Context: an optimization exercise on an open-source flow, tuned for small area. The choices shown serve that exercise and are no tape-out recipe. Function was checked by simulation only, so behaviour that the tests miss may differ from the original. No activity file was given, so power comes from the tool's default toggle rates.

==> design/flow/design.v <==
`timescale 1ns/1ps
`default_nettype none
package csr_pkg;
    localparam int XLEN = 32;
    localparam int COUNTER_W = 64;
    localparam int ECODE_W = 5;
    localparam int ID_W = 4;
    localparam int RETIRE_W = 2;
    localparam int NUM_COUNTERS = 2;
    localparam int CNT_CYCLE = 0;
    localparam int CNT_INSTRET = 1;
    localparam logic [XLEN-1:0] RESET_MTVEC = 32'h0000_0100;
    localparam logic [XLEN-1:0] CPU_ID = 32'h0000_0000;
    localparam logic [XLEN-1:0] MISA_VALUE = 32'h4010_0100;
    localparam logic [XLEN-1:0] RESET_MSTATUS = 32'h0000_1800;
    localparam int MSTATUS_MIE_BIT = 3;
    localparam int MSTATUS_MPIE_BIT = 7;
    localparam int MSTATUS_MPP_LSB = 11;
    localparam int MSTATUS_MPRV_BIT = 17;
    localparam logic [XLEN-1:0] MSTATUS_MASK = 32'h0002_1888;
    localparam logic [XLEN-1:0] MIE_MASK = 32'h0000_0888;
    localparam logic [ECODE_W-1:0] INT_M_SOFTWARE = 5'd3;
    localparam logic [ECODE_W-1:0] INT_M_TIMER = 5'd7;
    localparam logic [ECODE_W-1:0] INT_M_EXTERNAL = 5'd11;
    localparam logic [1:0] CSR_READ_ONLY = 2'b11;
    typedef enum logic [11:0] {
        MSTATUS   = 12'h300,
        MISA      = 12'h301,
        MIE       = 12'h304,
        MTVEC     = 12'h305,
        MSCRATCH  = 12'h340,
        MEPC      = 12'h341,
        MCAUSE    = 12'h342,
        MTVAL     = 12'h343,
        MIP       = 12'h344,
        MCYCLE    = 12'hB00,
        MINSTRET  = 12'hB02,
        MCYCLEH   = 12'hB80,
        MINSTRETH = 12'hB82,
        CYCLE     = 12'hC00,
        INSTRET   = 12'hC02,
        CYCLEH    = 12'hC80,
        INSTRETH  = 12'hC82,
        MHARTID   = 12'hF14
    } csr_addr_t;
    typedef enum logic [1:0] {
        CSR_RW = 2'b01,
        CSR_RS = 2'b10,
        CSR_RC = 2'b11
    } csr_op_t;
    typedef enum logic [1:0] {
        USER_PRIVILEGE    = 2'b00,
        MACHINE_PRIVILEGE = 2'b11
    } privilege_t;
endpackage
`default_nettype wire
`timescale 1ns/1ps
`default_nettype none
import csr_pkg::*;
module csr_counter (
    input  logic clk,
    input  logic rst,
    input  logic [csr_pkg::RETIRE_W:0] inc,
    input  logic wr_lo,
    input  logic wr_hi,
    input  logic [csr_pkg::XLEN-1:0] wr_data,
    output logic [csr_pkg::COUNTER_W-1:0] value
);
    always_ff @(posedge clk) begin
        if (rst) begin
            value <= '0;
        end else if (wr_lo) begin
            value[XLEN-1:0] <= wr_data;
        end else if (wr_hi) begin
            value[COUNTER_W-1:XLEN] <= wr_data;
        end else begin
            value <= value + COUNTER_W'(inc);
        end
    end
endmodule
`default_nettype wire
`timescale 1ns/1ps
`default_nettype none
import csr_pkg::*;
module csr_cmd_ctrl (
    input  logic clk,
    input  logic rst,
    input  logic req_valid,
    input  logic [csr_pkg::ID_W-1:0] req_id,
    input  csr_pkg::csr_op_t req_op,
    input  csr_pkg::csr_addr_t req_addr,
    input  logic [csr_pkg::XLEN-1:0] req_data,
    input  logic [csr_pkg::ID_W-1:0] oldest_id,
    input  logic ack,
    input  logic [csr_pkg::XLEN-1:0] cur_value,
    input  logic [csr_pkg::RETIRE_W-1:0] retire_count,
    output logic ready,
    output logic done,
    output logic [csr_pkg::ID_W-1:0] done_id,
    output logic commit,
    output csr_pkg::csr_addr_t cmd_addr,
    output logic [csr_pkg::XLEN-1:0] wr_data,
    output logic wr_mstatus,
    output logic wr_mtvec,
    output logic wr_mie,
    output logic wr_mepc,
    output logic wr_mcause,
    output logic wr_mtval,
    output logic wr_mscratch,
    output logic [csr_pkg::NUM_COUNTERS-1:0] count_wr_lo,
    output logic [csr_pkg::NUM_COUNTERS-1:0] count_wr_hi,
    output logic [csr_pkg::NUM_COUNTERS-1:0][csr_pkg::RETIRE_W:0] count_inc
);
    logic busy;
    logic commit_in_progress;
    logic mwrite;
    csr_pkg::csr_op_t cmd_op;
    logic [XLEN-1:0] cmd_data;
    assign ready = ~busy;
    assign commit = busy & ~commit_in_progress & (oldest_id == done_id);
    always_ff @(posedge clk) begin
        if (rst) begin
            busy <= 1'b0;
            commit_in_progress <= 1'b0;
            done <= 1'b0;
            mwrite <= 1'b0;
        end else begin
            busy <= (busy & ~ack) | req_valid;
            commit_in_progress <= (commit_in_progress & ~req_valid) | commit;
            done <= (done & ~ack) | commit;
            mwrite <= commit & (cmd_addr[11:10] != CSR_READ_ONLY)
                      & (cmd_addr[9:8] == MACHINE_PRIVILEGE);
        end
    end
    always_ff @(posedge clk) begin
        if (req_valid) begin
            done_id <= req_id;
            cmd_op <= req_op;
            cmd_addr <= req_addr;
            cmd_data <= req_data;
        end
    end
    always_ff @(posedge clk) begin
        if (commit) begin
            case (cmd_op)
                CSR_RS: wr_data <= cur_value | cmd_data;
                CSR_RC: wr_data <= cur_value & ~cmd_data;
                default: wr_data <= cmd_data;
            endcase
        end
    end
    assign wr_mstatus = mwrite & (cmd_addr == MSTATUS);
    assign wr_mtvec = mwrite & (cmd_addr == MTVEC);
    assign wr_mie = mwrite & (cmd_addr == MIE);
    assign wr_mepc = mwrite & (cmd_addr == MEPC);
    assign wr_mcause = mwrite & (cmd_addr == MCAUSE);
    assign wr_mtval = mwrite & (cmd_addr == MTVAL);
    assign wr_mscratch = mwrite & (cmd_addr == MSCRATCH);
    assign count_wr_lo[CNT_CYCLE] = mwrite & (cmd_addr == MCYCLE);
    assign count_wr_hi[CNT_CYCLE] = mwrite & (cmd_addr == MCYCLEH);
    assign count_wr_lo[CNT_INSTRET] = mwrite & (cmd_addr == MINSTRET);
    assign count_wr_hi[CNT_INSTRET] = mwrite & (cmd_addr == MINSTRETH);
    assign count_inc[CNT_CYCLE] = (RETIRE_W + 1)'(1);
    assign count_inc[CNT_INSTRET] = {1'b0, retire_count};
endmodule
`default_nettype wire
`timescale 1ns/1ps
`default_nettype none
import csr_pkg::*;
module csr_trap_regs (
    input  logic clk,
    input  logic rst,
    input  logic [csr_pkg::XLEN-1:0] wr_data,
    input  logic wr_mstatus,
    input  logic wr_mtvec,
    input  logic wr_mie,
    input  logic wr_mepc,
    input  logic wr_mcause,
    input  logic wr_mtval,
    input  logic wr_mscratch,
    input  logic exception_valid,
    input  logic [csr_pkg::ECODE_W-1:0] exception_code,
    input  logic [csr_pkg::XLEN-1:0] exception_pc,
    input  logic [csr_pkg::XLEN-1:0] exception_tval,
    input  logic interrupt_taken,
    input  logic mret,
    input  logic m_interrupt_software,
    input  logic m_interrupt_timer,
    input  logic m_interrupt_external,
    output logic [csr_pkg::XLEN-1:0] mstatus,
    output logic [csr_pkg::XLEN-1:0] mtvec,
    output logic [csr_pkg::XLEN-1:0] mie,
    output logic [csr_pkg::XLEN-1:0] mip,
    output logic [csr_pkg::XLEN-1:0] mepc,
    output logic [csr_pkg::XLEN-1:0] mcause,
    output logic [csr_pkg::XLEN-1:0] mtval,
    output logic [csr_pkg::XLEN-1:0] mscratch,
    output csr_pkg::privilege_t current_privilege,
    output logic interrupt_pending
);
    logic trap;
    logic [XLEN-1:0] mstatus_next;
    logic [XLEN-1:0] pending;
    logic [ECODE_W-1:0] interrupt_cause_r;
    csr_pkg::privilege_t mpp_priv;
    assign trap = exception_valid | interrupt_taken;
    assign mpp_priv = (mstatus[MSTATUS_MPP_LSB +: 2] == MACHINE_PRIVILEGE) ?
                      MACHINE_PRIVILEGE : USER_PRIVILEGE;
    always_ff @(posedge clk) begin
        if (rst) begin
            current_privilege <= MACHINE_PRIVILEGE;
        end else if (trap) begin
            current_privilege <= MACHINE_PRIVILEGE;
        end else if (mret) begin
            current_privilege <= mpp_priv;
        end
    end
    always_comb begin
        mstatus_next = mstatus;
        if (wr_mstatus) begin
            mstatus_next = (mstatus & ~MSTATUS_MASK) | (wr_data & MSTATUS_MASK);
        end else if (trap) begin
            mstatus_next[MSTATUS_MPIE_BIT] = mstatus[MSTATUS_MIE_BIT];
            mstatus_next[MSTATUS_MIE_BIT] = 1'b0;
            mstatus_next[MSTATUS_MPP_LSB +: 2] = current_privilege;
        end else if (mret) begin
            mstatus_next[MSTATUS_MIE_BIT] = mstatus[MSTATUS_MPIE_BIT];
            mstatus_next[MSTATUS_MPIE_BIT] = 1'b1;
            mstatus_next[MSTATUS_MPP_LSB +: 2] = USER_PRIVILEGE;
            if (mpp_priv != MACHINE_PRIVILEGE) begin
                mstatus_next[MSTATUS_MPRV_BIT] = 1'b0;
            end
        end
    end
    always_ff @(posedge clk) begin
        if (rst) begin
            mstatus <= RESET_MSTATUS;
        end else begin
            mstatus <= mstatus_next;
        end
    end
    always_ff @(posedge clk) begin
        if (rst) begin
            mtvec <= RESET_MTVEC;
        end else if (wr_mtvec) begin
            mtvec <= {wr_data[XLEN-1:2], 2'b00};
        end
    end
    always_ff @(posedge clk) begin
        if (rst) begin
            mie <= '0;
        end else if (wr_mie) begin
            mie <= wr_data & MIE_MASK;
        end
    end
    always_ff @(posedge clk) begin
        if (rst) begin
            mip <= '0;
        end else begin
            mip <= '0;
            mip[INT_M_SOFTWARE] <= m_interrupt_software;
            mip[INT_M_TIMER] <= m_interrupt_timer;
            mip[INT_M_EXTERNAL] <= m_interrupt_external;
        end
    end
    assign pending = mip & mie;
    assign interrupt_pending = |pending;
    always_ff @(posedge clk) begin
        if (pending[INT_M_EXTERNAL]) begin
            interrupt_cause_r <= INT_M_EXTERNAL;
        end else if (pending[INT_M_TIMER]) begin
            interrupt_cause_r <= INT_M_TIMER;
        end else begin
            interrupt_cause_r <= INT_M_SOFTWARE;
        end
    end
    always_ff @(posedge clk) begin
        if (rst) begin
            mepc <= '0;
        end else if (exception_valid) begin
            mepc <= {exception_pc[XLEN-1:2], 2'b00};
        end else if (wr_mepc) begin
            mepc <= {wr_data[XLEN-1:2], 2'b00};
        end
    end
    always_ff @(posedge clk) begin
        if (rst) begin
            mcause <= '0;
        end else if (interrupt_taken) begin
            mcause <= {1'b1, {(XLEN-ECODE_W-1){1'b0}}, interrupt_cause_r};
        end else if (exception_valid) begin
            mcause <= {1'b0, {(XLEN-ECODE_W-1){1'b0}}, exception_code};
        end else if (wr_mcause) begin
            mcause <= {wr_data[XLEN-1], {(XLEN-ECODE_W-1){1'b0}}, wr_data[ECODE_W-1:0]};
        end
    end
    always_ff @(posedge clk) begin
        if (exception_valid) begin
            mtval <= exception_tval;
        end else if (wr_mtval) begin
            mtval <= wr_data;
        end
    end
    always_ff @(posedge clk) begin
        if (wr_mscratch) begin
            mscratch <= wr_data;
        end
    end
endmodule
`default_nettype wire
`timescale 1ns/1ps
`default_nettype none
import csr_pkg::*;
module csr_read_mux (
    input  logic clk,
    input  logic commit,
    input  csr_pkg::csr_addr_t cmd_addr,
    input  logic [csr_pkg::XLEN-1:0] mstatus,
    input  logic [csr_pkg::XLEN-1:0] mtvec,
    input  logic [csr_pkg::XLEN-1:0] mie,
    input  logic [csr_pkg::XLEN-1:0] mip,
    input  logic [csr_pkg::XLEN-1:0] mepc,
    input  logic [csr_pkg::XLEN-1:0] mcause,
    input  logic [csr_pkg::XLEN-1:0] mtval,
    input  logic [csr_pkg::XLEN-1:0] mscratch,
    input  logic [csr_pkg::NUM_COUNTERS-1:0][csr_pkg::COUNTER_W-1:0] count_value,
    output logic [csr_pkg::XLEN-1:0] cur_value,
    output logic [csr_pkg::XLEN-1:0] rd_data
);
    always_comb begin
        case (cmd_addr)
            MISA: cur_value = MISA_VALUE;
            MHARTID: cur_value = CPU_ID;
            MSTATUS: cur_value = mstatus;
            MTVEC: cur_value = mtvec;
            MIE: cur_value = mie;
            MIP: cur_value = mip;
            MEPC: cur_value = mepc;
            MCAUSE: cur_value = mcause;
            MTVAL: cur_value = mtval;
            MSCRATCH: cur_value = mscratch;
            MCYCLE, CYCLE: cur_value = count_value[CNT_CYCLE][XLEN-1:0];
            MCYCLEH, CYCLEH: cur_value = count_value[CNT_CYCLE][COUNTER_W-1:XLEN];
            MINSTRET, INSTRET: cur_value = count_value[CNT_INSTRET][XLEN-1:0];
            MINSTRETH, INSTRETH: cur_value = count_value[CNT_INSTRET][COUNTER_W-1:XLEN];
            default: cur_value = '0;
        endcase
    end
    always_ff @(posedge clk) begin
        if (commit) begin
            rd_data <= cur_value;
        end
    end
endmodule
`default_nettype wire
`timescale 1ns/1ps
`default_nettype none
import csr_pkg::*;
module csr_unit_top (
    input  logic clk,
    input  logic rst,
    input  logic req_valid,
    input  logic [csr_pkg::ID_W-1:0] req_id,
    input  csr_pkg::csr_op_t req_op,
    input  csr_pkg::csr_addr_t req_addr,
    input  logic [csr_pkg::XLEN-1:0] req_data,
    output logic ready,
    input  logic [csr_pkg::ID_W-1:0] oldest_id,
    output logic done,
    output logic [csr_pkg::ID_W-1:0] done_id,
    output logic [csr_pkg::XLEN-1:0] rd_data,
    input  logic ack,
    input  logic exception_valid,
    input  logic [csr_pkg::ECODE_W-1:0] exception_code,
    input  logic [csr_pkg::XLEN-1:0] exception_pc,
    input  logic [csr_pkg::XLEN-1:0] exception_tval,
    input  logic interrupt_taken,
    input  logic mret,
    input  logic m_interrupt_software,
    input  logic m_interrupt_timer,
    input  logic m_interrupt_external,
    input  logic [csr_pkg::RETIRE_W-1:0] retire_count,
    output csr_pkg::privilege_t current_privilege,
    output logic interrupt_pending,
    output logic [csr_pkg::XLEN-1:0] trap_target_pc,
    output logic [csr_pkg::XLEN-1:0] epc
);
    logic commit;
    csr_pkg::csr_addr_t cmd_addr;
    logic [XLEN-1:0] wr_data;
    logic [XLEN-1:0] cur_value;
    logic wr_mstatus;
    logic wr_mtvec;
    logic wr_mie;
    logic wr_mepc;
    logic wr_mcause;
    logic wr_mtval;
    logic wr_mscratch;
    logic [NUM_COUNTERS-1:0] count_wr_lo;
    logic [NUM_COUNTERS-1:0] count_wr_hi;
    logic [NUM_COUNTERS-1:0][RETIRE_W:0] count_inc;
    logic [NUM_COUNTERS-1:0][COUNTER_W-1:0] count_value;
    logic [XLEN-1:0] mstatus;
    logic [XLEN-1:0] mie;
    logic [XLEN-1:0] mip;
    logic [XLEN-1:0] mcause;
    logic [XLEN-1:0] mtval;
    logic [XLEN-1:0] mscratch;
    csr_cmd_ctrl cmd_ctrl_i (
        .clk(clk), .rst(rst),
        .req_valid(req_valid), .req_id(req_id), .req_op(req_op),
        .req_addr(req_addr), .req_data(req_data),
        .oldest_id(oldest_id), .ack(ack), .cur_value(cur_value),
        .retire_count(retire_count),
        .ready(ready), .done(done), .done_id(done_id),
        .commit(commit), .cmd_addr(cmd_addr), .wr_data(wr_data),
        .wr_mstatus(wr_mstatus), .wr_mtvec(wr_mtvec), .wr_mie(wr_mie),
        .wr_mepc(wr_mepc), .wr_mcause(wr_mcause), .wr_mtval(wr_mtval),
        .wr_mscratch(wr_mscratch),
        .count_wr_lo(count_wr_lo), .count_wr_hi(count_wr_hi), .count_inc(count_inc)
    );
    csr_trap_regs trap_regs_i (
        .clk(clk), .rst(rst), .wr_data(wr_data),
        .wr_mstatus(wr_mstatus), .wr_mtvec(wr_mtvec), .wr_mie(wr_mie),
        .wr_mepc(wr_mepc), .wr_mcause(wr_mcause), .wr_mtval(wr_mtval),
        .wr_mscratch(wr_mscratch),
        .exception_valid(exception_valid), .exception_code(exception_code),
        .exception_pc(exception_pc), .exception_tval(exception_tval),
        .interrupt_taken(interrupt_taken), .mret(mret),
        .m_interrupt_software(m_interrupt_software),
        .m_interrupt_timer(m_interrupt_timer),
        .m_interrupt_external(m_interrupt_external),
        .mstatus(mstatus), .mtvec(trap_target_pc), .mie(mie), .mip(mip),
        .mepc(epc), .mcause(mcause), .mtval(mtval), .mscratch(mscratch),
        .current_privilege(current_privilege), .interrupt_pending(interrupt_pending)
    );
    genvar i;
    generate
        for (i = 0; i < NUM_COUNTERS; i++) begin : gen_counters
            csr_counter counter_i (
                .clk(clk), .rst(rst),
                .inc(count_inc[i]),
                .wr_lo(count_wr_lo[i]), .wr_hi(count_wr_hi[i]),
                .wr_data(wr_data),
                .value(count_value[i])
            );
        end
    endgenerate
    csr_read_mux read_mux_i (
        .clk(clk), .commit(commit), .cmd_addr(cmd_addr),
        .mstatus(mstatus), .mtvec(trap_target_pc), .mie(mie), .mip(mip),
        .mepc(epc), .mcause(mcause), .mtval(mtval), .mscratch(mscratch),
        .count_value(count_value),
        .cur_value(cur_value), .rd_data(rd_data)
    );
endmodule
`default_nettype wire
==> design/flow/run.sh <==
#!/bin/bash
# synth_recipe.tcl (not shown) runs the flow's synth.tcl, then flattens the netlist and writes it again
# the make line also repeats each setting of config.mk as NAME=value (left out here)
make -C /OpenROAD-flow-scripts/flow DESIGN_CONFIG=/design/flow/config.mk WORK_HOME=/design/flow/orfs CLKGATE_MAP_FILE= SYNTH_SCRIPT=/design/flow/synth_recipe.tcl finish
==> design/flow/config.mk <==
export PLATFORM = sky130hd
export DESIGN_NAME = csr_unit_top
export DESIGN_NICKNAME = csr_unit_top
export VERILOG_FILES = /design/flow/design.v
export SDC_FILE = /design/flow/constraint.sdc
export NUM_CORES = 4
export LEC_CHECK = 0
export CAP_MARGIN = 20
export CORE_MARGIN = 2
export CORE_UTILIZATION = 40
export SLEW_MARGIN = 20
==> design/flow/constraint.sdc <==
create_clock -name core_clock -period 4.0 [get_ports {clk}]
set_input_delay 0.8000 -clock core_clock [delete_from_list [all_inputs] [get_ports {clk}]]
set_output_delay 0.8000 -clock core_clock [all_outputs]
set_load 0.01 [all_outputs]
==> results.ini <==
[status]
status = no timing/DRC/antenna violations

[clock_tree]
clk_latency_ps = 600
cts_hold_buf = 0
clkTransAtPathRegs_ps = 60
cts_tree = yes
cts.htree.levels = 2
numCtsBuffers = 45
clock-sinks = 390
cts_setup_buffers = 0
clk_path_buf_depth = 3
cts_resized = 0
cts-root-buf = clkbuf_16

[setup_path]
cp.required_ps = 4420
crit_family = simple AND/OR/NAND/NOR gates
cp-start-kind = primary input
r2r_cells = 7
crit_cells = 11
path_max_fanout = 5
cp_cell_sequence = clkdlybuf4s50_1 > ha_1 > inv_1 > fa_1 > nand4b_1 > or3_4 > buf_4 > nor2_1 > nand3_1 > o211ai_1 > a31oi_1
critPathMaxStageDelay_ps = 570
r2r-end = gen_counters[0].counter_i.value[27]$_SDFFE_PP0P_
worstPathArrival_ps = 3810
worst_setup_path_end_kind = register
r2r-start = cmd_ctrl_i.cmd_addr[2]$_DFFE_PP_
crit_slowest_cell = clkdlybuf4s50_1
path_class = in -> reg
critPathBufInv = 3
r2r_slack_ps = 710

[synth]
synthArstFlopShare_pct = 0
synth_area_leader_cell = edfxtp_1
ys_types = 86
syn_area_um2 = 20200
seq_area_frac_synth_pct = 47.5
yosys_warnings = 4
synth_cells = 2175
dominantRegCellSynth = dfxtp_1
ys_ff_latch = 390
synth.top_cell.area_share_pct = 26.5
synth_edf_count = 178
synthTopCellsByArea = edfxtp_1 26%, dfxtp_1 21%, nand2_1 4.9%, nor2_1 4.0%, a21oi_1 3.5%
syn_area_per_cell_um2 = 9.28

[pwr]
vdd_drop_max_v = 0.000299
combPwrFrac_pct = 7.1
internal_power_mw = 7.31
p_leak_nw = 8.24
p_seq_share_pct = 46.0
power_frac_clock_pct = 46.9
switching_share_pct = 23.6
power.switching_mw = 2.26
powerDensity_nw_per_um2 = 383

[route]
ant_nets = 0
drt-initial-drc-count = 2605
postRouteWirelength_um = 81100
wl_per_cell_um = 26.4
drc = 0
first_pass_iters = 6
vias_per_cell = 6.36
vias = 19500

[timing]
skew_ps = 26.4
setup_tns_ps = 0
slew_violations = 0
fin_crit_sh_pct = 84.7
period_needed_ps = 3390
rsz0062_at_grt = false
worst_pin_slew_ps = 1030
maxSlewHeadroom_pct = 31.3
fmax_mhz = 295
finalWorstSetupSlack_ps = 610
setup_viol = 0
final_hold_viol_count = 0

[final_layout]
nNetsFinal = 2505
syn2layout_area_growth_pct = 23.7
antenna_cells = 0
layout_commonest_cell = nand2_1
drive_gt1_share_pct = 10.4
final_cell_mix = 263 x nand2_1, 230 x clkdlybuf4s50_1, 216 x nor2_1

[placed_design]
pre_cts_slack_ps = 40.2
gp_congestion = 0.923
dp_hpwl_um = 56500
place.port_buffers = 233

[global_routing]
grt_pass1_wl_um = 120000
grt_usage_pct = 30.0
grt_overflow_total = 0
grt_pass1_vias = 18500
grt_max_degree = 112
antenna_found_initial = 3

[job]
cap_violations = 0

[floorplan]
core_um2 = 50000
dieArea_um2 = 52300
die_w_um = 229
pin_count = 240
initial_core_util_pct = 40.4
fp.dieH_um = 229
rows = 82

[worst_hold_path]
hp-start = trap_regs_i.mie[7]$_SDFFE_PP0P_
hold_depth = 2
hold_path_end = trap_regs_i.interrupt_cause_r[2]$_SDFF_PP0_
hp-class = reg -> reg

## layer usage
| metal | GRT usage (%) | wire length (µm) | part of all wire, % |
|---|---|---|---|
| met1 | 42.6 | 34600 | 43 |
| met2 | 46.3 | 36000 | 44 |
| met3 | 6.20 | 8520 | 11 |
| met4 | 8.33 | 1980 | 2.4 |
| met5 | 0 | 23 | 0.028 |
## worst max path at each step
| stage | startpoint | endpoint | slack [ps] |
|---|---|---|---|
| 6_report | retire_count[0] | gen_counters[1].counter_i.value[62]$_SDFFE_PP0N_ | 610 |
| 5_1_grt | retire_count[0] | gen_counters[1].counter_i.value[62]$_SDFFE_PP0N_ | 420 |
| 4_1_cts | retire_count[0] | gen_counters[1].counter_i.value[62]$_SDFFE_PP0N_ | 640 |
| 3_5_place_dp | retire_count[0] | gen_counters[1].counter_i.value[62]$_SDFFE_PP0N_ | 40 |
| 3_3_place_gp | retire_count[0] | gen_counters[1].counter_i.value[48]$_SDFFE_PP0N_ | 130 |
| 2_1_floorplan | cmd_ctrl_i.cmd_addr[0]$_DFFE_PP_ | trap_regs_i.mscratch[0]$_DFFE_PP_ | 60 |
## cells in the mapped netlist, drive strengths merged, types with 5 or more instances
cell type / count
a22oi: 52
or4b: 5
a222oi: 7
inv: 34
mux2i: 70
mux2: 49
and4: 12
clkbuf: 121
a22o: 41
a31oi: 50
nand4: 58
a32oi: 10
a311oi: 38
or4: 15
or3: 24
nor3: 78
nor2: 216
nor4: 38
a31o: 5
nand2: 263
mux4: 13
o22ai: 17
a211oi: 30
o21bai: 14
nor3b: 5
a21o: 7
nand2b: 6
buf: 51
a21oi: 140
nor4b: 8
o31ai: 10
nand3: 109
a2bb2oi: 5
dfxtp: 212
o211ai: 22
and3: 16
a221oi: 11
edfxtp: 178
nor2b: 6
and2: 13
o21ai: 65
## worst register-to-register path, stage by stage, from the launching register on
cell,delay [ps]
edfxtp_1,580
buf_4,260
or4_1,870
nor3_1,760
buf_4,330
nor4_1,80
a21oi_1,140
a21oi_1,80
## power by group through the flow
| stage | clock [mW] | sequential (mW) | combinational [mW] |
|---|---|---|---|
| after floorplan | 0 | 4.43 | 0.352 |
| after global placement | 0 | 4.48 | 0.661 |
| after detailed placement | 0 | 4.49 | 0.669 |
| after CTS | 4.51 | 4.40 | 0.673 |
| after global routing | 4.65 | 4.41 | 0.718 |
| final | 4.48 | 4.40 | 0.679 |
## state kept, by name, indices dropped and copies added (netlist names), 2 cells and up
| register | flops |
|---|---|
| trap_regs_i.mtvec | 30 |
| cmd_ctrl_i.cmd_op | 2 |
| trap_regs_i.mie | 3 |
| trap_regs_i.mepc | 30 |
| read_mux_i.rd_data | 32 |
| cmd_ctrl_i.wr_data | 32 |
| cmd_ctrl_i.cmd_addr | 12 |
| trap_regs_i.mip | 3 |
| cmd_ctrl_i.done_id | 4 |
| gen_counters.counter_i.value | 128 |
| trap_regs_i.mstatus | 5 |
| trap_regs_i.mscratch | 32 |
| cmd_ctrl_i.cmd_data | 32 |
| trap_regs_i.interrupt_cause_r | 2 |
| trap_regs_i.mtval | 32 |
| trap_regs_i.mcause | 6 |
## cells by family (layout without fill, tap and decap cells)
family	after synthesis	after routing	synth area share [%]
XOR/XNOR	6	6	0.260
multiplexers	132	132	7.66
AND/OR/NAND/NOR	888	888	21.6
buffers and inverters	206	426	4.19
adder cells (fa/ha/maj)	4	4	0.285
flip-flops	390	390	47.5
other	1	4	0.0186
AO/OA/AOI/OAI	548	548	18.4
## per-stage QoR
stage / util [%] / power, mW / hold slack [ps] / cell area, µm² / cells
finish: 49.9 / 9.57 / 473 / 25000 / 3070
global route: 49.9 / 9.78 / 491 / 25000 / 3070
CTS: 49.9 / 9.58 / 470 / 25000 / 3070
detailed placement: 46.8 / 5.16 / 453 / 23400 / 2991
global placement: 46.8 / 5.14 / 456 / 23400 / 2991
floorplan: - / 4.78 / 424 / 20200 / 2178
## final cells by class
class | count | area, µm²
Fill cell | 4597 | 25000
Timing Repair Buffer | 313 | 3010
Tap cell | 672 | 841
Sequential cell | 390 | 9590
Clock inverter | 18 | 279
Inverter | 34 | 128
Clock buffer | 61 | 1310
Multi-Input combinational cell | 1582 | 9800

-- what the ideal ports hide --
Ports are ideal in the flow. The routed layout listed here was re-timed in OpenROAD.
Step 1 (the two cells are an assumption about what drives the block):
set clk [get_ports {clk}]
set_driving_cell -lib_cell sky130_fd_sc_hd__clkbuf_16 $clk
set_driving_cell -lib_cell sky130_fd_sc_hd__buf_2 [delete_from_list [all_inputs] $clk]
Step 2 also shifts input and output timing later by t, the mid clock arrival at the registers, as if the neighbouring blocks saw the same clock.
Slacks: no drivers / after step 1 / after step 2; pairs: no drivers / after step 1.
t (ns): 0.649
slack for setup (ns): 0.610 / 0.651 / 0.001
worst hold slack (ns): 0.473 / 0.473 / 0.473
worst register clock-pin slew, ns: 0.07 / 0.07
After both steps this run still meets setup and hold. The setup slack of this run moves by +0.041 ns with the drivers and by -0.609 ns with both steps.
